Background: an optimization exercise with open tools, aiming at a short achievable clock period and few clock cycles. Do not read the settings as production practice. At most, simulation tests tie the RTL to the original design; equivalence was not proved. Only the layout flow was run in runs 1, 2 and 4; the RTL was not checked for function there. Power figures rest on the tool's default switching activity, not on a simulated workload.

`flow/design.v`:
```
package rv_pkg;
    localparam int XLEN       = 32;
    localparam int REG_ADDR_W = 5;
    typedef struct packed {
        logic valid; logic [XLEN-1:0] pc; logic we;
        logic [REG_ADDR_W-1:0] rd; logic [XLEN-1:0] data;
    } wb_trace_t;
endpackage
`timescale 1ns/1ns
module rv_add32 (
    input  logic [31:0] a_i,
    input  logic [31:0] b_i,
    input  logic        c_i,
    output logic [31:0] s_o,
    output logic        c_o,
    output logic [31:0] p_o,     
    output logic [31:0] cy_o     
);
    logic [31:0] g [6];
    logic [31:0] p [6];
    assign p[0] = a_i ^ b_i;
    assign g[0] = (a_i & b_i) | {31'd0, p[0][0] & c_i};
    for (genvar l = 1; l < 6; l++) begin : g_lvl
        localparam int D = 1 << (l - 1);
        for (genvar i = 0; i < 32; i++) begin : g_bit
            if (i >= D) begin : g_op
                assign g[l][i] = g[l-1][i] | (p[l-1][i] & g[l-1][i-D]);
                assign p[l][i] = p[l-1][i] & p[l-1][i-D];
            end else begin : g_pass
                assign g[l][i] = g[l-1][i];
                assign p[l][i] = p[l-1][i];
            end
        end
    end
    assign cy_o = {g[5][30:0], c_i};
    assign p_o  = p[0];
    assign s_o  = p[0] ^ cy_o;
    assign c_o = g[5][31];
endmodule
`timescale 1ns/1ns
module rv_core #(
    parameter logic [31:0] RESET_PC = '0
) (
    input  logic              clk_i,
    input  logic              rst_i,
    output logic [31:0]       imem_addr_o,
    input  logic [31:0]       imem_data_i,
    output logic [31:0]       dmem_addr_o,
    output logic [31:0]       dmem_wdata_o,
    output logic              dmem_we_o,
    input  logic [31:0]       dmem_rdata_i,
    output rv_pkg::wb_trace_t trace_o
);
    localparam logic [6:0] OP_OP     = 7'b0110011;
    localparam logic [6:0] OP_OPIMM  = 7'b0010011;
    localparam logic [6:0] OP_LUI    = 7'b0110111;
    localparam logic [6:0] OP_BRANCH = 7'b1100011;
    localparam logic [6:0] OP_JAL    = 7'b1101111;
    localparam logic [6:0] OP_LOAD   = 7'b0000011;
    localparam logic [6:0] OP_STORE  = 7'b0100011;
    logic [31:0] pc_q;
    logic [31:0] bp_v_q;
    logic [1:0]  bp_c_q [32];
    logic        bu_v_q;
    logic [4:0]  bu_idx_q;
    logic [1:0]  bu_c_q;
    logic        d_v_q;
    logic [31:0] d_pc_q;
    logic [31:0] d_ins_q;
    logic        d_pred_q;
    logic [31:0] d_alt_q;
    logic [31:0] d_r1_q;
    logic [31:0] d_r2_q;
    logic [31:0] d_nimm_q;    
    logic [31:0] d_mimm_q;    
    logic        d_byp1_q;    
    logic        d_byp2_q;
    logic        e_v_q;
    logic [31:0] e_pc_q;
    logic        e_we_q;
    logic [4:0]  e_rd_q;
    logic [31:0] e_a_q;
    logic [31:0] e_b_q;
    logic        e_sub_q;
    logic [31:0] e_bn_q;      
    logic        d_sub;
    logic        e_s_add_q, e_s_and_q, e_s_or_q, e_s_xor_q;
    logic        e_s_sll_q, e_s_sr_q, e_s_slt_q, e_s_sltu_q, e_s_ld_q;
    logic        e_sra_q;
    logic        e_br_q;
    logic        e_k_q;
    logic        e_back_q;
    logic        e_bne_q;
    logic [31:0] e_alt_q;
    logic [31:0] maddr_q;
    logic        mwe_q;
    logic        w_v_q;
    logic [31:0] w_pc_q;
    logic        w_we_q;
    logic [4:0]  w_rd_q;
    logic [31:0] w_data_q;
    logic [31:0] t_data_q;    
    logic [31:0] st_data_q;   
    logic [31:0] rf_q [1:31];
    logic [31:0] f_ins;
    logic        f_jal;
    logic        f_br;
    logic [31:0] f_imm;
    logic [31:0] f_tgt;
    logic [31:0] f_pc4;
    logic [4:0]  f_idx;
    logic        f_dir;
    logic        f_pred;
    assign f_ins = imem_data_i;
    assign f_jal = (f_ins[6:0] == OP_JAL);
    assign f_br  = (f_ins[6:0] == OP_BRANCH);
    assign f_imm = f_ins[3] ? {{12{f_ins[31]}}, f_ins[19:12], f_ins[20], f_ins[30:21], 1'b0}
                            : {{20{f_ins[31]}}, f_ins[7], f_ins[30:25], f_ins[11:8], 1'b0};
    rv_add32 f_tgt_add (.a_i(pc_q), .b_i(f_imm), .c_i(1'b0), .s_o(f_tgt), .c_o(), .p_o(), .cy_o());
    assign f_pc4  = pc_q + 32'd4;
    assign f_idx  = pc_q[6:2];
    logic f_brz;
    logic d_addi, d_zero;
    assign f_brz  = d_addi && (f_ins[24:20] == 5'd0) && (f_ins[19:15] == d_ins_q[11:7]);
    assign f_dir  = f_brz ? (d_zero ^ f_ins[12]) :
                    bp_v_q[f_idx] ? bp_c_q[f_idx][1] : f_ins[31];
    assign f_pred = f_jal || (f_br && f_dir);
    logic [4:0]  f_rs1, f_rs2;
    logic [31:0] f_r1, f_r2;
    assign f_rs1 = f_ins[19:15];
    assign f_rs2 = f_ins[24:20];
    always_comb begin
        if (w_we_q && w_rd_q == f_rs1) f_r1 = w_data_q;
        else if (f_rs1 == 5'd0)        f_r1 = '0;
        else                           f_r1 = rf_q[f_rs1];
        if (w_we_q && w_rd_q == f_rs2) f_r2 = w_data_q;
        else if (f_rs2 == 5'd0)        f_r2 = '0;
        else                           f_r2 = rf_q[f_rs2];
    end
    logic [6:0]  d_op;
    logic [4:0]  d_rd, d_rs1, d_rs2;
    logic [2:0]  d_f3;
    logic        d_alt7;
    logic        d_isop, d_isopimm, d_islui, d_isbr, d_isjal, d_isld, d_isst;
    logic        d_writes, d_rdnz, d_use1, d_use2;
    logic [31:0] d_immi, d_imms, d_immu, d_immb;
    logic [31:0] d_r1, d_r2;
    logic [31:0] d_a, d_b;
    logic        d_stall;
    logic        mispredict;
    assign d_op   = d_ins_q[6:0];
    assign d_rd   = d_ins_q[11:7];
    assign d_f3   = d_ins_q[14:12];
    assign d_rs1  = d_ins_q[19:15];
    assign d_rs2  = d_ins_q[24:20];
    assign d_alt7 = d_ins_q[30];
    assign d_isop    = (d_op == OP_OP);
    assign d_isopimm = (d_op == OP_OPIMM);
    assign d_islui   = (d_op == OP_LUI);
    assign d_isbr    = (d_op == OP_BRANCH);
    assign d_isjal   = (d_op == OP_JAL);
    assign d_isld    = (d_op == OP_LOAD);
    assign d_isst    = (d_op == OP_STORE);
    assign d_writes  = d_isop || d_isopimm || d_islui || d_isjal || d_isld;
    assign d_rdnz    = (d_rd != 5'd0);
    assign d_use1    = d_isop || d_isopimm || d_isbr || d_isst || d_isld;
    assign d_use2    = d_isop || d_isbr || d_isst;
    assign d_immi = {{20{d_ins_q[31]}}, d_ins_q[31:20]};
    assign d_imms = {{20{d_ins_q[31]}}, d_ins_q[31:25], d_ins_q[11:7]};
    assign d_immu = {d_ins_q[31:12], 12'b0};
    assign d_immb = {{20{d_ins_q[31]}}, d_ins_q[7], d_ins_q[30:25], d_ins_q[11:8], 1'b0};
    assign d_r1 = d_byp1_q ? w_data_q : d_r1_q;
    assign d_r2 = d_byp2_q ? w_data_q : d_r2_q;
    logic d_fa, d_fb;
    assign d_fa = d_use1 && e_we_q && (e_rd_q == d_rs1);
    assign d_fb = d_use2 && e_we_q && (e_rd_q == d_rs2);
    assign d_sub = (d_isop && d_f3 == 3'b000 && d_alt7) || d_isbr ||
                   ((d_isop || d_isopimm) && (d_f3 == 3'b010 || d_f3 == 3'b011));
    assign d_a = d_isjal ? d_alt_q : (d_islui ? '0 : d_r1);
    assign d_b = (d_isopimm || d_isld) ? d_immi :
                 d_islui ? d_immu :
                 d_isjal ? '0 : d_r2;
    assign d_zero = (d_r1_q == d_nimm_q);
    assign d_addi = d_v_q && d_isopimm && (d_f3 == 3'b000) && d_rdnz &&
                    !(e_we_q && (e_rd_q == d_rs1) && (d_rs1 != 5'd0));
    logic [31:0] d_agu;
    rv_add32 d_agu_add (.a_i(d_r1), .b_i(d_mimm_q), .c_i(1'b0), .s_o(d_agu), .c_o(),
                        .p_o(), .cy_o());
    assign d_stall = d_v_q && (d_isld || d_isst) && e_we_q && (e_rd_q == d_rs1) &&
                     (d_rs1 != 5'd0);
    logic [31:0] x_a, x_b, x_bi;
    logic [32:0] x_sum;
    logic        x_lt, x_ltu;
    logic [31:0] x_sll, x_sr;
    logic [31:0] x_res;
    logic        x_eq;
    assign x_a  = e_a_q;
    assign x_b  = e_b_q;
    assign x_bi = e_bn_q;
    logic [31:0] x_p, x_cy, x_oth;
    rv_add32 x_add (.a_i(x_a), .b_i(x_bi), .c_i(e_sub_q), .s_o(x_sum[31:0]), .c_o(x_sum[32]),
                    .p_o(x_p), .cy_o(x_cy));
    assign x_ltu = !x_sum[32];
    assign x_lt  = (x_a[31] != x_b[31]) ? x_a[31] : x_sum[31];
    assign x_sll = x_a << x_b[4:0];
    assign x_sr  = 32'($signed({e_sra_q && x_a[31], x_a}) >>> x_b[4:0]);
    assign x_oth = ({32{e_s_and_q}}  & (x_a & x_b)) |
                   ({32{e_s_or_q}}   & (x_a | x_b)) |
                   ({32{e_s_xor_q}}  & (x_a ^ x_b)) |
                   ({32{e_s_sll_q}}  & x_sll) |
                   ({32{e_s_sr_q}}   & x_sr) |
                   ({31'd0, e_s_slt_q  & x_lt}) |
                   ({31'd0, e_s_sltu_q & x_ltu}) |
                   ({32{e_s_ld_q}}   & dmem_rdata_i);
    assign x_res = e_s_add_q ? x_sum[31:0] : x_oth;
    assign x_eq       = (x_a == x_b);
    assign mispredict = e_br_q && (x_eq ^ e_k_q);
    assign imem_addr_o  = pc_q;
    assign dmem_addr_o  = maddr_q;
    assign dmem_we_o    = mwe_q;
    assign dmem_wdata_o = st_data_q;
    assign trace_o.valid = w_v_q;
    assign trace_o.pc    = w_pc_q;
    assign trace_o.we    = w_we_q;
    assign trace_o.rd    = w_rd_q;
    assign trace_o.data  = t_data_q;
    always_ff @(posedge clk_i) begin
        if (rst_i) begin
            pc_q  <= RESET_PC;
            d_v_q <= 1'b0;
        end else if (mispredict) begin
            pc_q  <= e_alt_q;
            d_v_q <= 1'b0;
        end else if (!d_stall) begin
            pc_q  <= f_pred ? f_tgt : f_pc4;
            d_v_q <= 1'b1;
        end
    end
    always_ff @(posedge clk_i) begin
        if (!d_stall) begin
            d_pc_q   <= pc_q;
            d_ins_q  <= f_ins;
            d_pred_q <= f_pred;
            d_alt_q  <= f_pred ? f_pc4 : f_tgt;
            d_r1_q   <= f_r1;
            d_r2_q   <= f_r2;
            d_nimm_q <= 32'd0 - {{20{f_ins[31]}}, f_ins[31:20]};
            d_mimm_q <= (f_ins[6:0] == OP_STORE) ?
                        {{20{f_ins[31]}}, f_ins[31:25], f_ins[11:7]} :
                        {{20{f_ins[31]}}, f_ins[31:20]};
            d_byp1_q <= e_we_q && (e_rd_q == f_rs1);
            d_byp2_q <= e_we_q && (e_rd_q == f_rs2);
        end else begin
            d_r1_q   <= d_r1;
            d_r2_q   <= d_r2;
            d_byp1_q <= e_we_q && (e_rd_q == d_rs1);
            d_byp2_q <= e_we_q && (e_rd_q == d_rs2);
        end
    end
    always_ff @(posedge clk_i) begin
        if (rst_i) begin
            e_v_q   <= 1'b0;
            e_we_q  <= 1'b0;
            e_br_q  <= 1'b0;
            mwe_q   <= 1'b0;
            maddr_q <= '0;
        end else begin
            e_v_q  <= d_v_q && !mispredict && !d_stall;
            e_we_q <= d_v_q && !mispredict && !d_stall && d_writes;
            e_br_q <= d_v_q && !mispredict && !d_stall && d_isbr && (d_immb != 32'd4);
            mwe_q  <= d_v_q && !mispredict && !d_stall && d_isst;
            if (d_v_q && !d_stall && (d_isld || d_isst))
                maddr_q <= d_agu;
        end
    end
    always_ff @(posedge clk_i) begin
        e_pc_q     <= d_pc_q;
        e_rd_q     <= d_rd;
        e_a_q      <= (d_fa && e_s_add_q) ? x_sum[31:0] : d_fa ? x_oth : d_a;
        e_b_q      <= (d_fb && e_s_add_q) ? x_sum[31:0] : d_fb ? x_oth : d_b;
        e_bn_q     <= (d_fb && e_s_add_q) ? ((x_p ^ {32{d_sub}}) ^ x_cy) :
                      d_fb ? (x_oth ^ {32{d_sub}}) : (d_b ^ {32{d_sub}});
        if (d_isst && !d_stall)
            st_data_q <= d_fb ? x_res : d_r2;
        e_sub_q    <= d_sub;
        e_s_add_q  <= d_rdnz && (d_islui || d_isjal ||
                                 ((d_isop || d_isopimm) && d_f3 == 3'b000));
        e_s_and_q  <= d_rdnz && (d_isop || d_isopimm) && d_f3 == 3'b111;
        e_s_or_q   <= d_rdnz && (d_isop || d_isopimm) && d_f3 == 3'b110;
        e_s_xor_q  <= d_rdnz && (d_isop || d_isopimm) && d_f3 == 3'b100;
        e_s_sll_q  <= d_rdnz && (d_isop || d_isopimm) && d_f3 == 3'b001;
        e_s_sr_q   <= d_rdnz && (d_isop || d_isopimm) && d_f3 == 3'b101;
        e_s_slt_q  <= d_rdnz && (d_isop || d_isopimm) && d_f3 == 3'b010;
        e_s_sltu_q <= d_rdnz && (d_isop || d_isopimm) && d_f3 == 3'b011;
        e_s_ld_q   <= d_rdnz && d_isld;
        e_sra_q    <= d_alt7;
        e_k_q      <= d_f3[0] ^ d_pred_q;
        e_back_q   <= d_ins_q[31];
        e_bne_q    <= d_f3[0];
        e_alt_q    <= d_alt_q;
    end
    always_ff @(posedge clk_i) begin
        if (rst_i) begin
            w_v_q  <= 1'b0;
            w_we_q <= 1'b0;
        end else begin
            w_v_q  <= e_v_q;
            w_we_q <= e_we_q;
        end
        w_pc_q   <= e_pc_q;
        w_rd_q   <= e_rd_q;
        w_data_q <= x_res;
        if (e_v_q)
            t_data_q <= x_res;
    end
    always_ff @(posedge clk_i) begin
        if (w_we_q && w_rd_q != 5'd0)
            rf_q[w_rd_q] <= w_data_q;
    end
    always_ff @(posedge clk_i) begin
        logic [1:0] cur;
        if (rst_i) begin
            bu_v_q <= 1'b0;
            bp_v_q <= '0;
        end else begin
            bu_v_q <= e_br_q;
            if (bu_v_q) begin
                bp_v_q[bu_idx_q] <= 1'b1;
                bp_c_q[bu_idx_q] <= bu_c_q;
            end
        end
        bu_idx_q <= e_pc_q[6:2];
        if (bu_v_q && bu_idx_q == e_pc_q[6:2])
            cur = bu_c_q;
        else if (bp_v_q[e_pc_q[6:2]])
            cur = bp_c_q[e_pc_q[6:2]];
        else
            cur = {e_back_q, !e_back_q};
        if (x_eq ^ e_bne_q)
            bu_c_q <= (cur == 2'b11) ? cur : cur + 2'd1;
        else
            bu_c_q <= (cur == 2'b00) ? cur : cur - 2'd1;
    end
endmodule
`timescale 1ns/1ns
module rv_top (
    input  logic        clk,
    input  logic        rst,
    output logic [31:0] imem_addr,
    input  logic [31:0] imem_data,
    output logic [31:0] dmem_addr,
    output logic [31:0] dmem_wdata,
    output logic        dmem_we,
    input  logic [31:0] dmem_rdata,
    output logic        trace_valid,
    output logic [31:0] trace_pc,
    output logic        trace_we,
    output logic [4:0]  trace_rd,
    output logic [31:0] trace_data
);
    rv_pkg::wb_trace_t trace;
    rv_core #(.RESET_PC('0)) core_i (
        .clk_i(clk), .rst_i(rst), .imem_addr_o(imem_addr), .imem_data_i(imem_data),
        .dmem_addr_o(dmem_addr), .dmem_wdata_o(dmem_wdata), .dmem_we_o(dmem_we),
        .dmem_rdata_i(dmem_rdata), .trace_o(trace)
    );
    assign trace_valid = trace.valid;
    assign trace_pc    = trace.pc;
    assign trace_we    = trace.we;
    assign trace_rd    = trace.rd;
    assign trace_data  = trace.data;
endmodule
```
`flow/run.sh`:
```
#!/bin/bash
# synth_recipe.tcl (not shown) runs the flow's synth.tcl, then flattens the netlist and writes it again
# the make line also repeats each setting of config.mk as NAME=value (left out here)
make -C /OpenROAD-flow-scripts/flow DESIGN_CONFIG=/design/flow/config.mk WORK_HOME=/design/flow/orfs CLKGATE_MAP_FILE= SYNTH_SCRIPT=/design/flow/synth_recipe.tcl finish
```
`flow/config.mk`:
```
export PLATFORM = sky130hd
export DESIGN_NAME = rv_top
export DESIGN_NICKNAME = rv_top
export VERILOG_FILES = /design/flow/design.v
export SDC_FILE = /design/flow/constraint.sdc
export NUM_CORES = 4
export LEC_CHECK = 0
export ABC_CLOCK_PERIOD_IN_PS = 2500
export CAP_MARGIN = 20
export CORE_MARGIN = 2
export CORE_UTILIZATION = 40
export SETUP_SLACK_MARGIN = 4.5
export SLEW_MARGIN = 20
```
`flow/constraint.sdc`:
```
create_clock -name core_clock -period 7.0 [get_ports {clk}]
set_input_delay 1.4000 -clock core_clock [delete_from_list [all_inputs] [get_ports {clk}]]
set_output_delay 1.4000 -clock core_clock [all_outputs]
set_load 0.01 [all_outputs]
```
==> results of run 1 <==
-- synth_stat cells (8+ instances only) --
library cell,count
sky130_fd_sc_hd__a2111oi_0,8
sky130_fd_sc_hd__a211oi_1,35
sky130_fd_sc_hd__a21o_1,38
sky130_fd_sc_hd__a21oi_1,425
sky130_fd_sc_hd__a221o_1,8
sky130_fd_sc_hd__a221oi_1,114
sky130_fd_sc_hd__a222oi_1,8
sky130_fd_sc_hd__a22oi_1,35
sky130_fd_sc_hd__a31oi_1,29
sky130_fd_sc_hd__and2_1,12
sky130_fd_sc_hd__and3_1,21
sky130_fd_sc_hd__buf_1,86
sky130_fd_sc_hd__buf_2,28
sky130_fd_sc_hd__clkbuf_1,274
sky130_fd_sc_hd__dfxtp_1,424
sky130_fd_sc_hd__edfxtp_1,1233
sky130_fd_sc_hd__ha_1,166
sky130_fd_sc_hd__inv_1,147
sky130_fd_sc_hd__mux2_2,101
sky130_fd_sc_hd__mux2i_1,228
sky130_fd_sc_hd__mux4_2,626
sky130_fd_sc_hd__nand2_1,326
sky130_fd_sc_hd__nand2b_1,25
sky130_fd_sc_hd__nand3_1,56
sky130_fd_sc_hd__nand3b_1,9
sky130_fd_sc_hd__nand4_1,24
sky130_fd_sc_hd__nor2_1,366
sky130_fd_sc_hd__nor2b_1,36
sky130_fd_sc_hd__nor3_1,100
sky130_fd_sc_hd__nor4_1,34
sky130_fd_sc_hd__o211ai_1,36
sky130_fd_sc_hd__o21a_1,20
sky130_fd_sc_hd__o21ai_0,224
sky130_fd_sc_hd__o21bai_1,18
sky130_fd_sc_hd__o221ai_1,32
sky130_fd_sc_hd__o22ai_1,12
sky130_fd_sc_hd__o31ai_1,10
sky130_fd_sc_hd__or2_2,10
sky130_fd_sc_hd__or3_1,18
sky130_fd_sc_hd__xnor2_1,80
sky130_fd_sc_hd__xor2_1,122
-- worst max-delay path, stage by stage (launching register included) --
cell and delay, ps:
sky130_fd_sc_hd__edfxtp_1 620, sky130_fd_sc_hd__inv_1 230, sky130_fd_sc_hd__nor2_1 170, sky130_fd_sc_hd__nand2_1 100, sky130_fd_sc_hd__a21o_1 300, sky130_fd_sc_hd__buf_4 320, sky130_fd_sc_hd__a221oi_1 1710, sky130_fd_sc_hd__a21oi_2 40
-- per-stage QoR --
step	util, %	cells
finish	54.7	9553
detailed placement	43.6	8386
floorplan	-	5726
global placement	43.6	8386
global route	54.7	9544
CTS	52.5	9327
-- path summary, 6_finish.rpt --
check / from / endpoint / slack [ps]
max: core_i.d_ins_q[6] / core_i.e_a_q[14] / 3240
min: core_i.e_pc_q[10] / core_i.w_pc_q[10] / 320
max reg2reg: core_i.d_ins_q[6] / core_i.e_a_q[14] / 3240
min reg2reg: core_i.e_pc_q[10] / core_i.w_pc_q[10] / 320
-- routing by layer --
layer	GRT usage [%]	wire, µm
met5	0	83
met4	20.5	27900
met3	6.73	37000
met2	48.7	153000
met1	38.9	117000
-- cell families (layout without fill, tap and decap cells) --
kind of cell | after synthesis | after routing
compound gates | 1118 | 1124
xor+xnor | 202 | 202
fa+ha+maj | 172 | 172
simple gates | 1073 | 1083
flops | 1657 | 1657
buf+inv | 549 | 1676
mux | 955 | 955
other cells | 0 | 12
-- power groups by stage --
stage | clock network, µW | logic [µW] | registers, µW
global placement | 0 | 3090 | 11300
detailed placement | 0 | 3110 | 11300
finish | 9590 | 4930 | 11000
global route | 10000 | 5090 | 11000
CTS | 9630 | 4350 | 11000
floorplan | 0 | 2270 | 11100
-- area by class of cell --
cell class	instances	area [µm²]	area share [%]
Clock inverter	100	1040	0.940
Tap cell	2672	3340	3.03
Timing Repair inverter	12	164	0.149
Timing Repair Buffer	1188	14500	13.1
Inverter	154	759	0.688
Antenna cell	12	30.0	0.0272
Sequential cell	1657	45900	41.6
Multi-Input combinational cell	3536	39900	36.1
Clock buffer	222	4780	4.33
-- repair_timing --
action,in CTS,in global routing
endpoints found under the setup margin,1554,738
cloned,102,33
resized for setup,2113,519
pin swaps,295,239
setup buffers,517,179
==> results.yml, run 1 <==
critical_path:
  path_class: "flop to flop"
  end_kind: "flop"
  worst_reg2reg_path_depth: 7
  timing.critical_path.arrival_ps: 4390
  timing.critical_path.required_ps: 7630
  crit_path_start_kind: "flop"
  critical_path_peak_fanout: 34
power_and_ir_drop:
  leakagePower_uw: 0.0394
  pwr-share-seq_pct: 43.2
  total_power_uw: 25500
  p_int_uw: 18500
  p_sw_uw: 7080
  power_density_nw_per_um2: 232
  ir_drop_worst_case_vdd_mv: 0.234
  power_switching_share_pct: 27.7
  power_frac_clock_pct: 37.5
  combinational_share_of_power_pct: 19.3
cts:
  ctsHtreeMaxLevel: 4
  worst_skew_pair.late_latency_ps: 870
  cts_hold_buffers: 0
  numClockSinks: 1657
  cts_tree: "built"
  clock_pin_slew_reported_for_the_worst_setup_and_hold_paths_after_clock_tree_synthesis_ps: 70
  clk_root_buffer_cell: "sky130_fd_sc_hd__clkbuf_16"
  cts.path.max_buffers: 3
  cts_made_buffers: 174
yosys:
  synth_seq_cells: 1657
  synth_simple_gate_area_share_pct: 6.03
  synth_warnings: 4
  yosys.area_share.adder_pct: 2.69
  mappedNetlistNets: 5962
  synth_xor_xnor_area_share_pct: 2.18
  synth.avg_cell_area_um2: 14.2
  synth.mux.area_fraction_pct: 21.6
  synth-edff-count: 1233
  fraction_of_the_mapped_netlist_area_in_compound_gates_pct: 8.71
  ys_seq_area_share_pct: 56.2
  synthTopCellsByArea: "sky130_fd_sc_hd__edfxtp_1 (46%), sky130_fd_sc_hd__mux4_2 (17%), sky130_fd_sc_hd__dfxtp_1 (10%)"
  synth_cell_types: 86
  synthArstFlopShare_pct: 0
  netlist_area_um2: 81000
  post-synth-top-area-fraction_pct: 45.7
  postSynthCellCount: 5726
  synth_flop_cell: "sky130_fd_sc_hd__edfxtp_1"
  synth_top_family_by_area: "multiplexers"
  netlist.top_cell.by_area: "sky130_fd_sc_hd__edfxtp_1"
sta:
  setup_viol: 0
  setup_repair_after_global_routing_missed_its_margin: "true"
  fin_crit_sh_pct: 53.7
  hold_violation_count_in_the_final_report: 0
  post-route-min-period_ps: 3760
  clock-skew-final_ps: 54.3
  timing_worst_slew_pin_value_ps: 2160
  timing.final.ws_setup_ps: 3240
  final.setup.tns_ps: 0
  maxSlewViolCount: 3
  timing.slew.headroom_pct: -43.9
  worst_hold_slack_ps: 324
  fmax_mhz: 266
placed_design:
  gp_congestion: 0.968
  io_buffers: 233
  dp_hpwl_mm: 182
  placedInstanceArea_um2: 87900
  detailedPlace.worstSlack_ps: 1460
die:
  ioPinCount: 234
  fp.dieW_um: 454
  coreArea_um2: 202000
  die_height_um: 454
  initial_utilization_pct: 40.2
  die-area_um2: 206000
  std_cell_rows: 165
global_routing:
  grt_util_all_layers_pct: 31.1
  via_count_of_the_first_global_routing_pass: 59600
  grt_antenna_before_repair: 17
  grt_first_pass_wirelength_mm: 453
  overflow: 0
  maximum_number_of_pins_on_one_net_before_global_route_repair: 70
detailed_routing:
  detail_route.first_pass.iterations: 8
  post_drt_wl_per_cell_um: 35.0
  drc_errors: 0
  drt-total-wl_mm: 335
  first_iteration_detailed_routing_drc_count: 8381
  vias: 62100
  drt.antenna.violating_nets: 0
  vias_per_cell: 6.50
layout:
  design.final.nets: 6959
  top_register: "core_i.rf_q"
  layout-area-overhead-vs-synth_pct: 36.1
  design_area_um2: 110000
  fillers: 15700
  post_route_cells_drive_above_1_share_pct: 46.2
  final_cell_mix: "sky130_fd_sc_hd__edfxtp_1 (1233), sky130_fd_sc_hd__mux4_2 (626), sky130_fd_sc_hd__buf_4 (455)"
  most_common_library_cell_in_the_layout_ignoring_fill_and_taps: "sky130_fd_sc_hd__edfxtp_1"
  largest_register_ff_count: 992
  top_regs: "core_i.rf_q: 992 flops, core_i.bp_c_q: 64 flops"
outcome:
  status: "finished with violations"
  so_faults: "max-capacitance violations, max-slew violations"
hold_path:
  holdCritPathClass: "flop to flop"
  hold_path_depth: 0
flow_run:
  maxCapViolations: 1
==> inputs of run 2 (changes only) <==
--- a/flow/design.v
+++ b/flow/design.v
@@ -83,6 +83,7 @@
     logic [31:0] e_b_q;
     logic        e_sub_q;
     logic [31:0] e_bn_q;      
+    logic [4:0]  e_sh_q;      
     logic        d_sub;
     logic        e_s_add_q, e_s_and_q, e_s_or_q, e_s_xor_q;
     logic        e_s_sll_q, e_s_sr_q, e_s_slt_q, e_s_sltu_q, e_s_ld_q;
@@ -105,8 +106,6 @@
     logic [31:0] f_ins;
     logic        f_jal;
     logic        f_br;
-    logic [31:0] f_imm;
-    logic [31:0] f_tgt;
     logic [31:0] f_pc4;
     logic [4:0]  f_idx;
     logic        f_dir;
@@ -114,9 +113,13 @@
     assign f_ins = imem_data_i;
     assign f_jal = (f_ins[6:0] == OP_JAL);
     assign f_br  = (f_ins[6:0] == OP_BRANCH);
-    assign f_imm = f_ins[3] ? {{12{f_ins[31]}}, f_ins[19:12], f_ins[20], f_ins[30:21], 1'b0}
-                            : {{20{f_ins[31]}}, f_ins[7], f_ins[30:25], f_ins[11:8], 1'b0};
-    rv_add32 f_tgt_add (.a_i(pc_q), .b_i(f_imm), .c_i(1'b0), .s_o(f_tgt), .c_o(), .p_o(), .cy_o());
+    logic [31:0] f_tgt_j, f_tgt_b;
+    rv_add32 f_tgtj_add (.a_i(pc_q),
+                         .b_i({{12{f_ins[31]}}, f_ins[19:12], f_ins[20], f_ins[30:21], 1'b0}),
+                         .c_i(1'b0), .s_o(f_tgt_j), .c_o(), .p_o(), .cy_o());
+    rv_add32 f_tgtb_add (.a_i(pc_q),
+                         .b_i({{20{f_ins[31]}}, f_ins[7], f_ins[30:25], f_ins[11:8], 1'b0}),
+                         .c_i(1'b0), .s_o(f_tgt_b), .c_o(), .p_o(), .cy_o());
     assign f_pc4  = pc_q + 32'd4;
     assign f_idx  = pc_q[6:2];
     logic f_brz;
@@ -202,8 +205,8 @@
                     .p_o(x_p), .cy_o(x_cy));
     assign x_ltu = !x_sum[32];
     assign x_lt  = (x_a[31] != x_b[31]) ? x_a[31] : x_sum[31];
-    assign x_sll = x_a << x_b[4:0];
-    assign x_sr  = 32'($signed({e_sra_q && x_a[31], x_a}) >>> x_b[4:0]);
+    assign x_sll = x_a << e_sh_q;
+    assign x_sr  = 32'($signed({e_sra_q && x_a[31], x_a}) >>> e_sh_q);
     assign x_oth = ({32{e_s_and_q}}  & (x_a & x_b)) |
                    ({32{e_s_or_q}}   & (x_a | x_b)) |
                    ({32{e_s_xor_q}}  & (x_a ^ x_b)) |
@@ -232,7 +235,7 @@
             pc_q  <= e_alt_q;
             d_v_q <= 1'b0;
         end else if (!d_stall) begin
-            pc_q  <= f_pred ? f_tgt : f_pc4;
+            pc_q  <= f_jal ? f_tgt_j : (f_br && f_dir) ? f_tgt_b : f_pc4;
             d_v_q <= 1'b1;
         end
     end
@@ -241,7 +244,7 @@
             d_pc_q   <= pc_q;
             d_ins_q  <= f_ins;
             d_pred_q <= f_pred;
-            d_alt_q  <= f_pred ? f_pc4 : f_tgt;
+            d_alt_q  <= (f_br && !f_dir) ? f_tgt_b : f_pc4;
             d_r1_q   <= f_r1;
             d_r2_q   <= f_r2;
             d_nimm_q <= 32'd0 - {{20{f_ins[31]}}, f_ins[31:20]};
@@ -282,6 +285,8 @@
                       d_fb ? (x_oth ^ {32{d_sub}}) : (d_b ^ {32{d_sub}});
         if (d_isst && !d_stall)
             st_data_q <= d_fb ? x_res : d_r2;
+        if ((d_isop || d_isopimm) && d_f3[1:0] == 2'b01)
+            e_sh_q <= (d_fb && e_s_add_q) ? x_sum[4:0] : d_fb ? x_oth[4:0] : d_b[4:0];
         e_sub_q    <= d_sub;
         e_s_add_q  <= d_rdnz && (d_islui || d_isjal ||
                                  ((d_isop || d_isopimm) && d_f3 == 3'b000));
==> flow/flow/run.sh (new file) <==
#!/bin/bash
# The standard layout, with the resizer allowed to change a cell's drive strength
# (MATCH_CELL_FOOTPRINT=0) after the standard synthesis. Each step's full output
# goes to a log file of its own in this folder.
set -euo pipefail
bash standard.sh synth > synth.log 2>&1
bash standard.sh MATCH_CELL_FOOTPRINT=0 finish > layout.log 2>&1
==> flow/standard.sh (new file) <==
#!/bin/bash
# synth_recipe.tcl (not shown) runs the flow's synth.tcl, then flattens the netlist and writes it again
# the make line also repeats each setting of config.mk as NAME=value (left out here)
make -C /OpenROAD-flow-scripts/flow DESIGN_CONFIG=/design/flow/config.mk WORK_HOME=/design/flow/orfs CLKGATE_MAP_FILE= SYNTH_SCRIPT=/design/flow/synth_recipe.tcl "${@:-finish}"
removed: flow/run.sh
==> run 2 against run 1 <==
  * Fails layout checks on max-slew violations
  * Cell area up 1.4%
  * Sequential power is essentially flat
  * Final cell count rose by 5.8%
  * Clock skew up 26 ps
  * Largest cell class unchanged
  * Maximum frequency increased by 3.4%
  * Utilization is 0.21 points lower
  * Via count is 6.6% higher
  * Highest routed layer unchanged
  * Die area is 2.1% higher
  * Synthesized area rose by 2.1%
  * Register-to-register slack better by 120 ps
==> results.yml, run 2 <==
yosys:
  synthTopCellsByArea: "sky130_fd_sc_hd__edfxtp_1 (45%), sky130_fd_sc_hd__mux4_2 (13%), sky130_fd_sc_hd__dfxtp_1 (10%)"
  synth_cell_types: 91
  synth_warnings: 4
  ys_seq_area_share_pct: 55.2
  synth_flop_cell: "sky130_fd_sc_hd__edfxtp_1"
  synth-edff-count: 1238
  synthArstFlopShare_pct: 0
  post-synth-top-area-fraction_pct: 44.9
  postSynthCellCount: 6256
  netlist_area_um2: 82800
  yosysMostFrequentCell: "sky130_fd_sc_hd__edfxtp_1"
  synth_seq_cells: 1662
  synth.top_cells.by_count: "sky130_fd_sc_hd__edfxtp_1 (1238), sky130_fd_sc_hd__mux4_2 (473), sky130_fd_sc_hd__a21oi_1 (450)"
  netlist.top_cell.by_area: "sky130_fd_sc_hd__edfxtp_1"
  mappedNetlistNets: 6505
  synth.avg_cell_area_um2: 13.2
detailed_routing:
  drt-total-wl_mm: 354
  met2_length_mm: 154
  vias_per_cell: 6.54
  met1Wirelength_mm: 126
  drc_errors: 0
  vias: 66100
  first_iteration_detailed_routing_drc_count: 9498
  top_metal_layer_carrying_routed_signals: "met5"
  wl_met3_mm: 46.9
  detail_route.first_pass.iterations: 12
  post_drt_wl_per_cell_um: 35.1
  drt.antenna.violating_nets: 0
sta:
  setup_repair_after_global_routing_missed_its_margin: "true"
  timing.slew.headroom_pct: -25.3
  worst_hold_slack_ps: 326
  timing_worst_slew_pin_value_ps: 1880
  fmax_mhz: 275
  post-route-min-period_ps: 3640
  final.setup.tns_ps: 0
  setup_viol: 0
  clock-skew-final_ps: 80.6
  maxSlewViolCount: 5
  hold_violation_count_in_the_final_report: 0
  fin_crit_sh_pct: 51.9
cts:
  cts.path.max_buffers: 3
  numClockSinks: 1662
  ctsHtreeMaxLevel: 4
  clock_pin_slew_reported_for_the_worst_setup_and_hold_paths_after_clock_tree_synthesis_ps: 70
  cts_hold_buffers: 0
  cts_tree: "built"
  clk_root_buffer_cell: "sky130_fd_sc_hd__clkbuf_16"
  cts_made_buffers: 174
  worst_skew_pair.late_latency_ps: 900
global_routing:
  via_count_of_the_first_global_routing_pass: 62300
  grt_util_all_layers_pct: 31.6
  overflow: 0
  maximum_number_of_pins_on_one_net_before_global_route_repair: 62
  grt_first_pass_wirelength_mm: 473
  grt_antenna_before_repair: 22
flow_run:
  maxCapViolations: 2
power_and_ir_drop:
  ir_drop_worst_case_vdd_mv: 0.285
  power_frac_clock_pct: 37.6
  combinational_share_of_power_pct: 18.2
  pwr-share-seq_pct: 44.2
  p_int_uw: 17900
  leakagePower_uw: 0.0406
  power_density_nw_per_um2: 223
  p_sw_uw: 6990
  power_switching_share_pct: 28.1
layout:
  final_cell_mix: "sky130_fd_sc_hd__edfxtp_1 (1238), sky130_fd_sc_hd__buf_4 (528), sky130_fd_sc_hd__mux4_2 (473)"
  layout-area-overhead-vs-synth_pct: 35.1
  fillers: 16200
  post_route_cells_drive_above_1_share_pct: 42.4
  most_common_library_cell_in_the_layout_ignoring_fill_and_taps: "sky130_fd_sc_hd__edfxtp_1"
  largest_register_ff_count: 992
  top_regs: "core_i.rf_q: 992 flops, core_i.bp_c_q: 64 flops"
  design.final.nets: 7499
  top_register: "core_i.rf_q"
die:
  coreArea_um2: 205000
  die-area_um2: 211000
  ioPinCount: 234
  initial_utilization_pct: 40.3
  fp.dieW_um: 459
  std_cell_rows: 166
  die_height_um: 459
critical_path:
  timing.critical_path.arrival_ps: 4180
  timing.critical_path.required_ps: 7550
  critical_path_peak_fanout: 6
  end_kind: "flop"
  crit_path_start_kind: "flop"
  path_class: "flop to flop"
outcome:
  so_faults: "max-slew violations"
  status: "finished with violations"
placed_design:
  dp_hpwl_mm: 199
  gp_congestion: 0.964
  io_buffers: 233
hold_path:
  holdCritPathClass: "flop to flop"
-- run 2: worst paths after layout --
path	startpoint	end	slack (ps)	cells after the start
worst max register to register	core_i.e_sh_q[0]	core_i.st_data_q[4]	3360	14
worst min-delay path	core_i.e_pc_q[24]	core_i.w_pc_q[24]	330	0
worst min register to register	core_i.e_pc_q[24]	core_i.w_pc_q[24]	330	0
worst max-delay path	core_i.e_sh_q[0]	core_i.st_data_q[4]	3360	14
-- run 2: power by group through the flow --
stage / Combinational [µW] / Clock (µW) / Sequential, µW
floorplan: 2020 / 0 / 11100
global placement: 2930 / 0 / 11300
detailed placement: 2940 / 0 / 11300
CTS: 3880 / 9400 / 11000
global route: 4670 / 9810 / 11000
finish: 4520 / 9370 / 11000
-- run 2: cells by family (layout without fill, tap and decap cells) --
logic type | Yosys count | after routing | synth area share (%)
flip-flops | 1662 | 1662 | 55.2
buffers and inverters | 588 | 1718 | 2.84
XOR/XNOR | 228 | 228 | 2.41
AND/OR/NAND/NOR | 1189 | 1202 | 6.60
adder cells (fa/ha/maj) | 185 | 185 | 2.84
multiplexers | 971 | 972 | 19.1
AO/OA/AOI/OAI | 1433 | 1433 | 11.0
other | 0 | 16 | 0
-- run 2: critical path, cell delays in order, from the launching register on --
cell                         delay [ps]
sky130_fd_sc_hd__edfxtp_1           400
sky130_fd_sc_hd__buf_4              150
sky130_fd_sc_hd__buf_6              110
sky130_fd_sc_hd__buf_6              110
sky130_fd_sc_hd__clkbuf_16          150
sky130_fd_sc_hd__mux4_2             460
sky130_fd_sc_hd__nor2_2             130
sky130_fd_sc_hd__nor3_2              80
sky130_fd_sc_hd__a211oi_2           240
sky130_fd_sc_hd__a21oi_2             80
sky130_fd_sc_hd__a221oi_2           360
sky130_fd_sc_hd__a21o_2             250
sky130_fd_sc_hd__clkinvlp_4         390
sky130_fd_sc_hd__nor2_4             240
sky130_fd_sc_hd__a21oi_4             80
-- run 2: through the flow --
stage               std cells  util (%)  total power [µW]  cell area [µm²]  setup slack [ps]
floorplan                6256         -             13100            84800              2910
global placement         8907      43.6             14200            89500              1820
detailed placement       8907      43.6             14200            89500              1820
CTS                      9806      51.7             24300           106000              3570
global route            10100      54.5             25500           112000              3360
finish                  10100      54.5             24900           112000              3360
-- run 2: layer usage --
layer	global-route usage (%)	vias to the layer above
met2	47.2	4985
met3	9.33	1266
met1	40.2	33300
met5	0	-
met4	19.7	8
li1	-	26600
-- run 2: layout make-up --
type / instances / area (µm²) / share of cell area (%)
multi-input cells: 4020 / 41800 / 37.4
diodes: 16 / 40.0 / 0.0358
repair inverters: 3 / 33.8 / 0.0302
clock buffers: 242 / 4850 / 4.33
inverters: 151 / 716 / 0.640
well taps: 2688 / 3360 / 3.01
flip-flops and latches: 1662 / 46000 / 41.2
repair buffers: 1238 / 14100 / 12.6
clock inverters: 84 / 876 / 0.783
-- run 2: what timing repair did --
action,4_1_cts,5_1_grt
gates resized for setup,1922,624
gates cloned,87,39
pin swaps,336,282
setup endpoints to repair,1557,639
setup buffers,486,242
==> inputs of run 3 (changes only) <==
--- a/flow/design.v
+++ b/flow/design.v
@@ -68,10 +68,12 @@
     logic [31:0] d_pc_q;
     logic [31:0] d_ins_q;
     logic        d_pred_q;
-    logic [31:0] d_alt_q;
+    logic [31:0] d_tgtb_q;    
+    logic [31:0] d_pc4_q;
+    logic [31:0] d_alt;       
     logic [31:0] d_r1_q;
     logic [31:0] d_r2_q;
-    logic [31:0] d_nimm_q;    
+    logic [9:0]  d_nimm_q;    
     logic [31:0] d_mimm_q;    
     logic        d_byp1_q;    
     logic        d_byp2_q;
@@ -179,11 +181,12 @@
     assign d_fb = d_use2 && e_we_q && (e_rd_q == d_rs2);
     assign d_sub = (d_isop && d_f3 == 3'b000 && d_alt7) || d_isbr ||
                    ((d_isop || d_isopimm) && (d_f3 == 3'b010 || d_f3 == 3'b011));
-    assign d_a = d_isjal ? d_alt_q : (d_islui ? '0 : d_r1);
+    assign d_alt = (d_isbr && !d_pred_q) ? d_tgtb_q : d_pc4_q;
+    assign d_a = d_isjal ? d_pc4_q : (d_islui ? '0 : d_r1);
     assign d_b = (d_isopimm || d_isld) ? d_immi :
                  d_islui ? d_immu :
                  d_isjal ? '0 : d_r2;
-    assign d_zero = (d_r1_q == d_nimm_q);
+    assign d_zero = (d_r1_q[9:0] == d_nimm_q[9:0]);
     assign d_addi = d_v_q && d_isopimm && (d_f3 == 3'b000) && d_rdnz &&
                     !(e_we_q && (e_rd_q == d_rs1) && (d_rs1 != 5'd0));
     logic [31:0] d_agu;
@@ -234,31 +237,28 @@
         end else if (mispredict) begin
             pc_q  <= e_alt_q;
             d_v_q <= 1'b0;
-        end else if (!d_stall) begin
+        end else if (d_stall) begin
+            pc_q  <= d_pc_q;
+            d_v_q <= 1'b0;
+        end else begin
             pc_q  <= f_jal ? f_tgt_j : (f_br && f_dir) ? f_tgt_b : f_pc4;
             d_v_q <= 1'b1;
         end
     end
     always_ff @(posedge clk_i) begin
-        if (!d_stall) begin
-            d_pc_q   <= pc_q;
-            d_ins_q  <= f_ins;
-            d_pred_q <= f_pred;
-            d_alt_q  <= (f_br && !f_dir) ? f_tgt_b : f_pc4;
-            d_r1_q   <= f_r1;
-            d_r2_q   <= f_r2;
-            d_nimm_q <= 32'd0 - {{20{f_ins[31]}}, f_ins[31:20]};
-            d_mimm_q <= (f_ins[6:0] == OP_STORE) ?
-                        {{20{f_ins[31]}}, f_ins[31:25], f_ins[11:7]} :
-                        {{20{f_ins[31]}}, f_ins[31:20]};
-            d_byp1_q <= e_we_q && (e_rd_q == f_rs1);
-            d_byp2_q <= e_we_q && (e_rd_q == f_rs2);
-        end else begin
-            d_r1_q   <= d_r1;
-            d_r2_q   <= d_r2;
-            d_byp1_q <= e_we_q && (e_rd_q == d_rs1);
-            d_byp2_q <= e_we_q && (e_rd_q == d_rs2);
-        end
+        d_pc_q   <= pc_q;
+        d_ins_q  <= f_ins;
+        d_pred_q <= f_pred;
+        d_tgtb_q <= f_tgt_b;
+        d_pc4_q  <= f_pc4;
+        d_r1_q   <= f_r1;
+        d_r2_q   <= f_r2;
+        d_nimm_q <= 10'd0 - {{20{f_ins[31]}}, f_ins[31:20]};
+        d_mimm_q <= (f_ins[6:0] == OP_STORE) ?
+                    {{20{f_ins[31]}}, f_ins[31:25], f_ins[11:7]} :
+                    {{20{f_ins[31]}}, f_ins[31:20]};
+        d_byp1_q <= e_we_q && (e_rd_q == f_rs1);
+        d_byp2_q <= e_we_q && (e_rd_q == f_rs2);
     end
     always_ff @(posedge clk_i) begin
         if (rst_i) begin
@@ -266,27 +266,26 @@
             e_we_q  <= 1'b0;
             e_br_q  <= 1'b0;
             mwe_q   <= 1'b0;
-            maddr_q <= '0;
         end else begin
             e_v_q  <= d_v_q && !mispredict && !d_stall;
             e_we_q <= d_v_q && !mispredict && !d_stall && d_writes;
             e_br_q <= d_v_q && !mispredict && !d_stall && d_isbr && (d_immb != 32'd4);
             mwe_q  <= d_v_q && !mispredict && !d_stall && d_isst;
-            if (d_v_q && !d_stall && (d_isld || d_isst))
-                maddr_q <= d_agu;
         end
     end
     always_ff @(posedge clk_i) begin
+        maddr_q <= (d_v_q && (d_isld || d_isst)) ? d_agu : '0;
+    end
+    always_ff @(posedge clk_i) begin
         e_pc_q     <= d_pc_q;
         e_rd_q     <= d_rd;
         e_a_q      <= (d_fa && e_s_add_q) ? x_sum[31:0] : d_fa ? x_oth : d_a;
         e_b_q      <= (d_fb && e_s_add_q) ? x_sum[31:0] : d_fb ? x_oth : d_b;
         e_bn_q     <= (d_fb && e_s_add_q) ? ((x_p ^ {32{d_sub}}) ^ x_cy) :
                       d_fb ? (x_oth ^ {32{d_sub}}) : (d_b ^ {32{d_sub}});
-        if (d_isst && !d_stall)
-            st_data_q <= d_fb ? x_res : d_r2;
-        if ((d_isop || d_isopimm) && d_f3[1:0] == 2'b01)
-            e_sh_q <= (d_fb && e_s_add_q) ? x_sum[4:0] : d_fb ? x_oth[4:0] : d_b[4:0];
+        st_data_q  <= d_fb ? x_res : d_r2;
+        e_sh_q     <= !((d_isop || d_isopimm) && d_f3[1:0] == 2'b01) ? 5'd0 :
+                      (d_fb && e_s_add_q) ? x_sum[4:0] : d_fb ? x_oth[4:0] : d_b[4:0];
         e_sub_q    <= d_sub;
         e_s_add_q  <= d_rdnz && (d_islui || d_isjal ||
                                  ((d_isop || d_isopimm) && d_f3 == 3'b000));
@@ -302,7 +301,7 @@
         e_k_q      <= d_f3[0] ^ d_pred_q;
         e_back_q   <= d_ins_q[31];
         e_bne_q    <= d_f3[0];
-        e_alt_q    <= d_alt_q;
+        e_alt_q    <= d_alt;
     end
     always_ff @(posedge clk_i) begin
         if (rst_i) begin
@@ -315,8 +314,7 @@
         w_pc_q   <= e_pc_q;
         w_rd_q   <= e_rd_q;
         w_data_q <= x_res;
-        if (e_v_q)
-            t_data_q <= x_res;
+        t_data_q <= e_v_q ? x_res : '0;
     end
     always_ff @(posedge clk_i) begin
         if (w_we_q && w_rd_q != 5'd0)
==> flow/run.sh (new file) <==
#!/bin/bash
# synth_recipe.tcl (not shown) runs the flow's synth.tcl, then flattens the netlist and writes it again
# the make line also repeats each setting of config.mk as NAME=value (left out here)
make -C /OpenROAD-flow-scripts/flow DESIGN_CONFIG=/design/flow/config.mk WORK_HOME=/design/flow/orfs CLKGATE_MAP_FILE= SYNTH_SCRIPT=/design/flow/synth_recipe.tcl finish
--- a/flow/config.mk
+++ b/flow/config.mk
@@ -6,8 +6,8 @@
 export NUM_CORES = 4
 export LEC_CHECK = 0
 export ABC_CLOCK_PERIOD_IN_PS = 2500
-export CAP_MARGIN = 20
+export CAP_MARGIN = 40
 export CORE_MARGIN = 2
 export CORE_UTILIZATION = 40
 export SETUP_SLACK_MARGIN = 4.5
-export SLEW_MARGIN = 20
+export SLEW_MARGIN = 40
removed: flow/flow/run.sh
removed: flow/standard.sh
==> run 3 against run 2 <==
  * The run now finishes clean
  * Critical endpoint is now core_i.pc_q[16]
  * Utilization down 0.11 points
  * Synthesized cell count down 3.0%
  * Final cell count down 2.5%
  * Largest power group unchanged
  * Worst hold slack worse by 15 ps
  * Setup slack better by 280 ps
  * Via count down 3.0%
  * First-iteration DRC count down 2.9%
  * Global-route usage about the same
  * Maximum frequency up 8.2%
  * Synthesized area down 1.7%
  * Wire length down 3.0%
  * Clock skew down 26 ps
==> results.yml, run 3 <==
outcome:
  status: "finished clean"
detailed_routing:
  drt-total-wl_mm: 344
  drc_errors: 0
  vias: 64100
  drt.antenna.violating_nets: 0
  vias_per_cell: 6.51
  detail_route.first_pass.iterations: 7
  post_drt_wl_per_cell_um: 34.9
  first_iteration_detailed_routing_drc_count: 9223
yosys:
  synth_warnings: 4
  postSynthCellCount: 6070
  netlist.top_cell.by_area: "sky130_fd_sc_hd__edfxtp_1"
  synth_cell_types: 92
  synth_flop_cell: "sky130_fd_sc_hd__edfxtp_1"
  synth_seq_cells: 1685
  synth-edff-count: 1056
  ys_seq_area_share_pct: 54.5
  mappedNetlistNets: 6319
  netlist_area_um2: 81400
  yosysMostFrequentCell: "sky130_fd_sc_hd__edfxtp_1"
  synthArstFlopShare_pct: 0
  synth.top_cells.by_count: "sky130_fd_sc_hd__edfxtp_1 (1056), sky130_fd_sc_hd__dfxtp_1 (629), sky130_fd_sc_hd__mux4_2 (525)"
  synthTopCellsByArea: "sky130_fd_sc_hd__edfxtp_1 (39%), sky130_fd_sc_hd__dfxtp_1 (15%), sky130_fd_sc_hd__mux4_2 (15%)"
  post-synth-top-area-fraction_pct: 39.0
  synth.avg_cell_area_um2: 13.4
critical_path:
  timing.critical_path.arrival_ps: 4030
  timing.critical_path.required_ps: 7680
  crit_path_start_kind: "flop"
  critical_path_peak_fanout: 6
  end_kind: "flop"
  path_class: "flop to flop"
global_routing:
  grt_util_all_layers_pct: 31.5
  overflow: 0
  grt_first_pass_wirelength_mm: 461
  via_count_of_the_first_global_routing_pass: 60900
  grt_antenna_before_repair: 26
  maximum_number_of_pins_on_one_net_before_global_route_repair: 65
sta:
  maxSlewViolCount: 0
  timing.slew.headroom_pct: 29.5
  clock-skew-final_ps: 54.2
  setup_repair_after_global_routing_missed_its_margin: "true"
  fin_crit_sh_pct: 48.0
  hold_violation_count_in_the_final_report: 0
  fmax_mhz: 298
  setup_viol: 0
  final.setup.tns_ps: 0
  timing_worst_slew_pin_value_ps: 1060
  post-route-min-period_ps: 3360
flow_run:
  maxCapViolations: 0
cts:
  ctsHtreeMaxLevel: 4
  cts_tree: "built"
  numClockSinks: 1685
  worst_skew_pair.late_latency_ps: 860
  clock_pin_slew_reported_for_the_worst_setup_and_hold_paths_after_clock_tree_synthesis_ps: 60
  cts.path.max_buffers: 3
  clk_root_buffer_cell: "sky130_fd_sc_hd__clkbuf_16"
  cts_made_buffers: 175
power_and_ir_drop:
  power_switching_share_pct: 26.9
  p_int_uw: 18500
  leakagePower_uw: 0.0407
  p_sw_uw: 6800
  combinational_share_of_power_pct: 17.4
  ir_drop_worst_case_vdd_mv: 0.271
  pwr-share-seq_pct: 43.5
  power_frac_clock_pct: 39.1
  power_density_nw_per_um2: 230
placed_design:
  io_buffers: 233
  gp_congestion: 0.951
  dp_cells: 8728
  dp_hpwl_mm: 195
layout:
  design.final.nets: 7260
  fillers: 16100
  top_regs: "core_i.rf_q: 992 flops, core_i.bp_c_q: 64 flops"
  top_register: "core_i.rf_q"
  final_cell_mix: "sky130_fd_sc_hd__edfxtp_1 (1056), sky130_fd_sc_hd__mux4_2 (525), sky130_fd_sc_hd__buf_4 (471)"
  most_common_library_cell_in_the_layout_ignoring_fill_and_taps: "sky130_fd_sc_hd__edfxtp_1"
  final-instance-count-excl-fill: 9848
  post_route_cells_drive_above_1_share_pct: 43.1
  largest_register_ff_count: 992
  layout-area-overhead-vs-synth_pct: 35.1
die:
  die_height_um: 455
  std_cell_rows: 165
  initial_utilization_pct: 40.3
  coreArea_um2: 202000
  ioPinCount: 234
  fp.dieW_um: 455
  die-area_um2: 207000
hold_path:
  holdCritPathClass: "flop to flop"
[run 3: worst paths after layout]
kind | startpoint | cells after the start | endpoint | slack, ps
setup reg to reg | core_i.d_ins_q[20] | 11 | core_i.pc_q[16] | 3640
hold reg to reg | core_i.e_pc_q[11] | 0 | core_i.w_pc_q[11] | 310
hold / removal | core_i.e_pc_q[11] | 0 | core_i.w_pc_q[11] | 310
setup / recovery | core_i.d_ins_q[20] | 11 | core_i.pc_q[16] | 3640
[run 3: logic make-up (layout without fill, tap and decap cells)]
family,count (synthesis),after routing,share of synthesized area [%]
muxes,963,963,20.1
AOI/OAI and AO/OA,1291,1291,10.8
DFF,1685,1685,54.5
and+or+nand+nor,1142,1144,6.45
buffers and inverters,588,1678,2.93
adders and majority gates,185,185,2.89
other,0,14,0
xor gates and xnor gates,216,216,2.34
[run 3: what timing repair did]
action / in CTS / in global routing
buffers inserted: 457 / 213
pin swaps: 268 / 276
endpoints found under the setup margin: 1307 / 644
cloned: 75 / 32
hold buffers: 0 / 0
resized for setup: 1984 / 573
[run 3: metal layers]
metal | wire (µm) | GRT usage (%) | up-vias
met4 | 28600 | 20.2 | 14
met3 | 42200 | 7.98 | 1238
li1 | - | - | 25800
met2 | 153000 | 48.8 | 4855
met5 | 97 | 0 | -
met1 | 120000 | 39.5 | 32300
[run 3: final cells by class]
cell class              count  area, µm²  share of cell area, %
clock inverters            95       1140                   1.03
flip-flops and latches   1685      44700                   40.7
clock buffers             233       4910                   4.47
inverters                 163        684                  0.623
multi-input cells        3799      40500                   36.9
repair inverters            1       7.51                0.00683
well taps                2672       3340                   3.04
diodes                     14       35.0                 0.0319
repair buffers           1186      14600                   13.2
[run 3: through the flow]
stage	utilization [%]	hold WS (ps)	setup slack, ps	total power, µW	area (µm²)
after global placement	43.5	310	1350	14100	87900
after floorplan	-	310	2710	13000	83400
after detailed placement	43.7	312	1510	14100	88300
after global routing	54.4	328	3590	25900	110000
final	54.4	310	3640	25300	110000
after CTS	51.9	318	3680	24800	105000
[run 3: critical path, cell delays in order, from the launching register on]
cell and delay, ps:
sky130_fd_sc_hd__dfxtp_1 420, sky130_fd_sc_hd__xnor2_1 550, sky130_fd_sc_hd__nand4_1 160, sky130_fd_sc_hd__nor4_1 510, sky130_fd_sc_hd__xnor2_1 200, sky130_fd_sc_hd__o31ai_4 500, sky130_fd_sc_hd__nor2_4 100, sky130_fd_sc_hd__buf_6 140
sky130_fd_sc_hd__buf_8 120, sky130_fd_sc_hd__buf_12 140, sky130_fd_sc_hd__a221oi_2 210, sky130_fd_sc_hd__a211oi_1 110
[run 3: power by group through the flow]
stage                     clock, µW  combinational, µW  sequential, µW
after global placement            0               2850           11200
final                          9890               4400           11000
after global routing          10300               4540           11000
after detailed placement          0               2870           11200
after CTS                      9930               3870           11000
after floorplan                   0               1930           11100
Testbench counts of run 3, summed over its fixed seeds: cycles 41,183.
==> inputs of run 4 (changes only) <==
--- a/flow/design.v
+++ b/flow/design.v
@@ -59,10 +59,10 @@
     localparam logic [6:0] OP_LOAD   = 7'b0000011;
     localparam logic [6:0] OP_STORE  = 7'b0100011;
     logic [31:0] pc_q;
-    logic [31:0] bp_v_q;
-    logic [1:0]  bp_c_q [32];
+    logic [15:0] bp_v_q;
+    logic [1:0]  bp_c_q [16];
     logic        bu_v_q;
-    logic [4:0]  bu_idx_q;
+    logic [3:0]  bu_idx_q;
     logic [1:0]  bu_c_q;
     logic        d_v_q;
     logic [31:0] d_pc_q;
@@ -85,7 +85,9 @@
     logic [31:0] e_b_q;
     logic        e_sub_q;
     logic [31:0] e_bn_q;      
-    logic [4:0]  e_sh_q;      
+    logic [4:0]  e_shl_q;     
+    logic [4:0]  e_shr_q;     
+    logic [4:0]  d_sh;
     logic        d_sub;
     logic        e_s_add_q, e_s_and_q, e_s_or_q, e_s_xor_q;
     logic        e_s_sll_q, e_s_sr_q, e_s_slt_q, e_s_sltu_q, e_s_ld_q;
@@ -109,7 +111,7 @@
     logic        f_jal;
     logic        f_br;
     logic [31:0] f_pc4;
-    logic [4:0]  f_idx;
+    logic [3:0]  f_idx;
     logic        f_dir;
     logic        f_pred;
     assign f_ins = imem_data_i;
@@ -123,7 +125,7 @@
                          .b_i({{20{f_ins[31]}}, f_ins[7], f_ins[30:25], f_ins[11:8], 1'b0}),
                          .c_i(1'b0), .s_o(f_tgt_b), .c_o(), .p_o(), .cy_o());
     assign f_pc4  = pc_q + 32'd4;
-    assign f_idx  = pc_q[6:2];
+    assign f_idx  = pc_q[5:2];
     logic f_brz;
     logic d_addi, d_zero;
     assign f_brz  = d_addi && (f_ins[24:20] == 5'd0) && (f_ins[19:15] == d_ins_q[11:7]);
@@ -190,8 +192,23 @@
     assign d_addi = d_v_q && d_isopimm && (d_f3 == 3'b000) && d_rdnz &&
                     !(e_we_q && (e_rd_q == d_rs1) && (d_rs1 != 5'd0));
     logic [31:0] d_agu;
-    rv_add32 d_agu_add (.a_i(d_r1), .b_i(d_mimm_q), .c_i(1'b0), .s_o(d_agu), .c_o(),
-                        .p_o(), .cy_o());
+    logic [31:0] d_agl;
+    logic [19:0] d_bhi, d_binc, d_bdec;
+    rv_add32 d_agu_add (.a_i({20'd0, d_r1[11:0]}), .b_i({20'd0, d_mimm_q[11:0]}), .c_i(1'b0),
+                        .s_o(d_agl), .c_o(), .p_o(), .cy_o());
+    assign d_bhi = d_r1[31:12];
+    for (genvar i = 0; i < 20; i++) begin : g_incdec
+        if (i == 0) begin : g_0
+            assign d_binc[i] = !d_bhi[i];
+            assign d_bdec[i] = !d_bhi[i];
+        end else begin : g_i
+            assign d_binc[i] = d_bhi[i] ^ (&d_bhi[i-1:0]);
+            assign d_bdec[i] = d_bhi[i] ^ (&(~d_bhi[i-1:0]));
+        end
+    end
+    assign d_agu[11:0]  = d_agl[11:0];
+    assign d_agu[31:12] = (d_mimm_q[11] == d_agl[12]) ? d_bhi :
+                          d_agl[12] ? d_binc : d_bdec;
     assign d_stall = d_v_q && (d_isld || d_isst) && e_we_q && (e_rd_q == d_rs1) &&
                      (d_rs1 != 5'd0);
     logic [31:0] x_a, x_b, x_bi;
@@ -208,8 +225,8 @@
                     .p_o(x_p), .cy_o(x_cy));
     assign x_ltu = !x_sum[32];
     assign x_lt  = (x_a[31] != x_b[31]) ? x_a[31] : x_sum[31];
-    assign x_sll = x_a << e_sh_q;
-    assign x_sr  = 32'($signed({e_sra_q && x_a[31], x_a}) >>> e_sh_q);
+    assign x_sll = x_a << e_shl_q;
+    assign x_sr  = 32'($signed({e_sra_q && x_a[31], x_a}) >>> e_shr_q);
     assign x_oth = ({32{e_s_and_q}}  & (x_a & x_b)) |
                    ({32{e_s_or_q}}   & (x_a | x_b)) |
                    ({32{e_s_xor_q}}  & (x_a ^ x_b)) |
@@ -219,6 +236,7 @@
                    ({31'd0, e_s_sltu_q & x_ltu}) |
                    ({32{e_s_ld_q}}   & dmem_rdata_i);
     assign x_res = e_s_add_q ? x_sum[31:0] : x_oth;
+    assign d_sh = (d_fb && e_s_add_q) ? x_sum[4:0] : d_fb ? x_oth[4:0] : d_b[4:0];
     assign x_eq       = (x_a == x_b);
     assign mispredict = e_br_q && (x_eq ^ e_k_q);
     assign imem_addr_o  = pc_q;
@@ -283,9 +301,9 @@
         e_b_q      <= (d_fb && e_s_add_q) ? x_sum[31:0] : d_fb ? x_oth : d_b;
         e_bn_q     <= (d_fb && e_s_add_q) ? ((x_p ^ {32{d_sub}}) ^ x_cy) :
                       d_fb ? (x_oth ^ {32{d_sub}}) : (d_b ^ {32{d_sub}});
-        st_data_q  <= d_fb ? x_res : d_r2;
-        e_sh_q     <= !((d_isop || d_isopimm) && d_f3[1:0] == 2'b01) ? 5'd0 :
-                      (d_fb && e_s_add_q) ? x_sum[4:0] : d_fb ? x_oth[4:0] : d_b[4:0];
+        st_data_q  <= (d_fb && e_s_add_q) ? x_sum[31:0] : d_fb ? x_oth : d_r2;
+        e_shl_q    <= ((d_isop || d_isopimm) && d_f3 == 3'b001) ? d_sh : 5'd0;
+        e_shr_q    <= ((d_isop || d_isopimm) && d_f3 == 3'b101) ? d_sh : 5'd0;
         e_sub_q    <= d_sub;
         e_s_add_q  <= d_rdnz && (d_islui || d_isjal ||
                                  ((d_isop || d_isopimm) && d_f3 == 3'b000));
@@ -314,7 +332,7 @@
         w_pc_q   <= e_pc_q;
         w_rd_q   <= e_rd_q;
         w_data_q <= x_res;
-        t_data_q <= e_v_q ? x_res : '0;
+        t_data_q <= (e_v_q && e_s_add_q) ? x_sum[31:0] : e_v_q ? x_oth : '0;
     end
     always_ff @(posedge clk_i) begin
         if (w_we_q && w_rd_q != 5'd0)
@@ -332,11 +350,11 @@
                 bp_c_q[bu_idx_q] <= bu_c_q;
             end
         end
-        bu_idx_q <= e_pc_q[6:2];
-        if (bu_v_q && bu_idx_q == e_pc_q[6:2])
+        bu_idx_q <= e_pc_q[5:2];
+        if (bu_v_q && bu_idx_q == e_pc_q[5:2])
             cur = bu_c_q;
-        else if (bp_v_q[e_pc_q[6:2]])
-            cur = bp_c_q[e_pc_q[6:2]];
+        else if (bp_v_q[e_pc_q[5:2]])
+            cur = bp_c_q[e_pc_q[5:2]];
         else
             cur = {e_back_q, !e_back_q};
         if (x_eq ^ e_bne_q)
--- a/flow/config.mk
+++ b/flow/config.mk
@@ -8,6 +8,6 @@
 export ABC_CLOCK_PERIOD_IN_PS = 2500
 export CAP_MARGIN = 40
 export CORE_MARGIN = 2
-export CORE_UTILIZATION = 40
+export CORE_UTILIZATION = 55
 export SETUP_SLACK_MARGIN = 4.5
 export SLEW_MARGIN = 40
==> run 4 against run 3 <==
  * Die area down 29%
  * Wire length down 4.8%
  * Power down 4.3%
  * Synthesized cell count down 2.7%
  * Maximum frequency down 0.14%
  * Largest cell class unchanged
  * Critical endpoint is now core_i.pc_q[23]
  * Count of clock-buffer cells in the layout down 14
  * Setup slack worse by 4.7 ps
  * Sequential power about the same
  * Critical path type is now input port to flop
  * Sequential cell count down 43
  * Sequential share of layout area up 0.81 points
==> results.yml, run 4 <==
sta:
  fin_crit_sh_pct: 48.1
  setup_viol: 0
  post-route-min-period_ps: 3360
  final.setup.tns_ps: 0
  maxSlewViolCount: 0
  clock-skew-final_ps: 36.7
  hold_violation_count_in_the_final_report: 0
detailed_routing:
  first_iteration_detailed_routing_drc_count: 8707
  vias_per_cell: 7.03
  drt-total-wl_mm: 327
  drc_errors: 0
  vias: 62100
  detail_route.first_pass.iterations: 6
hold_path:
  hold_path_depth: 0
  hold_path.startpoint: "core_i.e_pc_q[1]"
  holdCritPathClass: "flop to flop"
  worst_hold_path.endpoint: "core_i.w_pc_q[1]"
power_and_ir_drop:
  power_switching_share_pct: 27.0
  p_int_uw: 17700
  pwr-share-seq_pct: 44.4
  p_sw_uw: 6540
  power_density_nw_per_um2: 231
  ir_drop_worst_case_vdd_mv: 0.222
critical_path:
  slowest_stage: "sky130_fd_sc_hd__a311o_1"
  origin_of_the_critical_flop_to_flop_path: "core_i.d_byp1_q"
  slowest_cell_delay_on_critical_path_ps: 410
  critical_path.most_common_cell: "sky130_fd_sc_hd__a211o_1"
  critical_path_peak_fanout: 5
  timing.critical_path.arrival_ps: 4090
  path_class: "input port to flop"
  worstReg2RegEnd: "core_i.maddr_q[31]"
  crit_path_start_kind: "input port"
  timing.critical_path.required_ps: 7720
  end_kind: "flop"
layout:
  final_util_pct: 73.3
  design.final.nets: 7019
  layout-area-overhead-vs-synth_pct: 32.8
  area_of_combinational_cells_with_multiple_inputs_um2: 39200
  largest_register_ff_count: 992
  final-instance-count-excl-fill: 8837
  post_route_cells_drive_above_1_share_pct: 42.4
  area.sequential_um2: 43500
global_routing:
  via_count_of_the_first_global_routing_pass: 59200
  grt_first_pass_wirelength_mm: 445
  maximum_number_of_pins_on_one_net_before_global_route_repair: 39
cts:
  ctsHtreeMaxLevel: 4
  worst_skew_pair.late_latency_ps: 850
  clock_pin_slew_reported_for_the_worst_setup_and_hold_paths_after_clock_tree_synthesis_ps: 60
  clk_root_buffer_cell: "sky130_fd_sc_hd__clkbuf_16"
  cts_hold_buffers: 0
  cts.path.max_buffers: 3
  cts_made_buffers: 170
placed_design:
  dp_hpwl_mm: 187
  io_buffers: 233
  gp_congestion: 0.980
yosys:
  post-synth-top-area-fraction_pct: 38.9
  synth-edff-count: 1024
  yosysMostFrequentCell: "sky130_fd_sc_hd__edfxtp_1"
  synth_flop_cell: "sky130_fd_sc_hd__edfxtp_1"
  synth_seq_cells: 1642
  ys_seq_area_share_pct: 54.6
  netlist.top_cell.by_area: "sky130_fd_sc_hd__edfxtp_1"
  postSynthCellCount: 5909
  synth.avg_cell_area_um2: 13.4
die:
  ioPinCount: 234
  die-area_um2: 147000
  std_cell_rows: 139
  coreArea_um2: 143000
  fp.dieW_um: 383
outcome:
  status: "finished clean"
flow_run:
  maxCapViolations: 0
-- run 4: cell types whose count changed in the layout (fill, tap and decap cells not counted), moves of 21 or more --
cell and change:
sky130_fd_sc_hd__buf_4 -38, sky130_fd_sc_hd__a21oi_1 +35, sky130_fd_sc_hd__nor2_1 -33, sky130_fd_sc_hd__dfxtp_2 -32, sky130_fd_sc_hd__edfxtp_1 -32, sky130_fd_sc_hd__mux2i_1 +31, sky130_fd_sc_hd__nor2_2 +25, sky130_fd_sc_hd__nor2_4 +25
sky130_fd_sc_hd__buf_8 -24, sky130_fd_sc_hd__a21o_1 -23, sky130_fd_sc_hd__clkbuf_16 -22, sky130_fd_sc_hd__a21oi_4 +21
-- run 4: final cells by class --
cell class	count	share of cell area [%]
repair inverters	1	0.0107
clock buffers	219	4.44
inverters	153	0.586
clock inverters	96	1.10
multi-input cells	3717	37.4
well taps	1903	2.27
diodes	3	0.00716
repair buffers	1103	12.7
flip-flops and latches	1642	41.5
-- run 4: how the worst max path moves through the flow --
stage                          startpoint                   to  slack (ps)  depth (start not counted)
after global placement      imem_data[22]      core_i.pc_q[25]        1900                         12
after CTS                 core_i.e_a_q[0]  core_i.t_data_q[28]        3720                         14
final                        imem_data[8]      core_i.pc_q[23]        3640                         14
after floorplan             imem_data[20]      core_i.pc_q[23]        2620                         19
after global routing         imem_data[8]      core_i.pc_q[23]        3580                         14
after detailed placement    imem_data[22]      core_i.pc_q[27]        1920                         12
-- run 4: routing by layer --
metal | global-route usage, % | wire length [µm] | part of all wire [%] | vias up
met5 | 0 | 70 | 0.021 | -
met4 | 27.0 | 27400 | 8.4 | 10
met3 | 11.5 | 41100 | 13 | 1371
met2 | 65.6 | 145000 | 44 | 4984
met1 | 55.1 | 114000 | 35 | 30900
li1 | - | - | - | 24900
-- run 4: timing repair --
item                        CTS  global route
pin swaps                   254           284
setup buffers               429           179
resized for setup          1865           584
cloned                       82            11
setup endpoints to repair  1267           582
-- run 4: worst max-delay path, delay by kind of cell --
kind | cells | cell delay, ps
adders and majority gates | 2 | 380
buffers and inverters | 3 | 290
and+or+nand+nor | 1 | 60
AOI/OAI and AO/OA | 7 | 1780
xor gates and xnor gates | 1 | 170
-- run 4: stage by stage --
stage | hold WS [ps] | area, µm² | worst slack [ps]
2_1_floorplan | 310 | 80600 | 2620
3_3_place_gp | 311 | 84400 | 1900
3_5_place_dp | 312 | 84800 | 1920
4_1_cts | 326 | 101000 | 3720
5_1_grt | 328 | 105000 | 3580
6_report | 326 | 105000 | 3640
-- run 4: kinds of logic after synthesis --
family | after synthesis | synth area share [%]
muxes | 954 | 20.3
adders and majority gates | 166 | 2.67
xor gates and xnor gates | 217 | 2.41
and+or+nand+nor | 1153 | 6.65
DFF | 1642 | 54.6
AOI/OAI and AO/OA | 1223 | 10.5
buffers and inverters | 554 | 2.88
-- run 4: power by group through the flow --
stage	Clock [µW]	Sequential, µW	Combinational (µW)
global route	9850	10700	4110
CTS	9470	10700	3480
detailed placement	0	11000	2610
finish	9460	10700	4000
floorplan	0	10800	1770
global placement	0	11000	2600
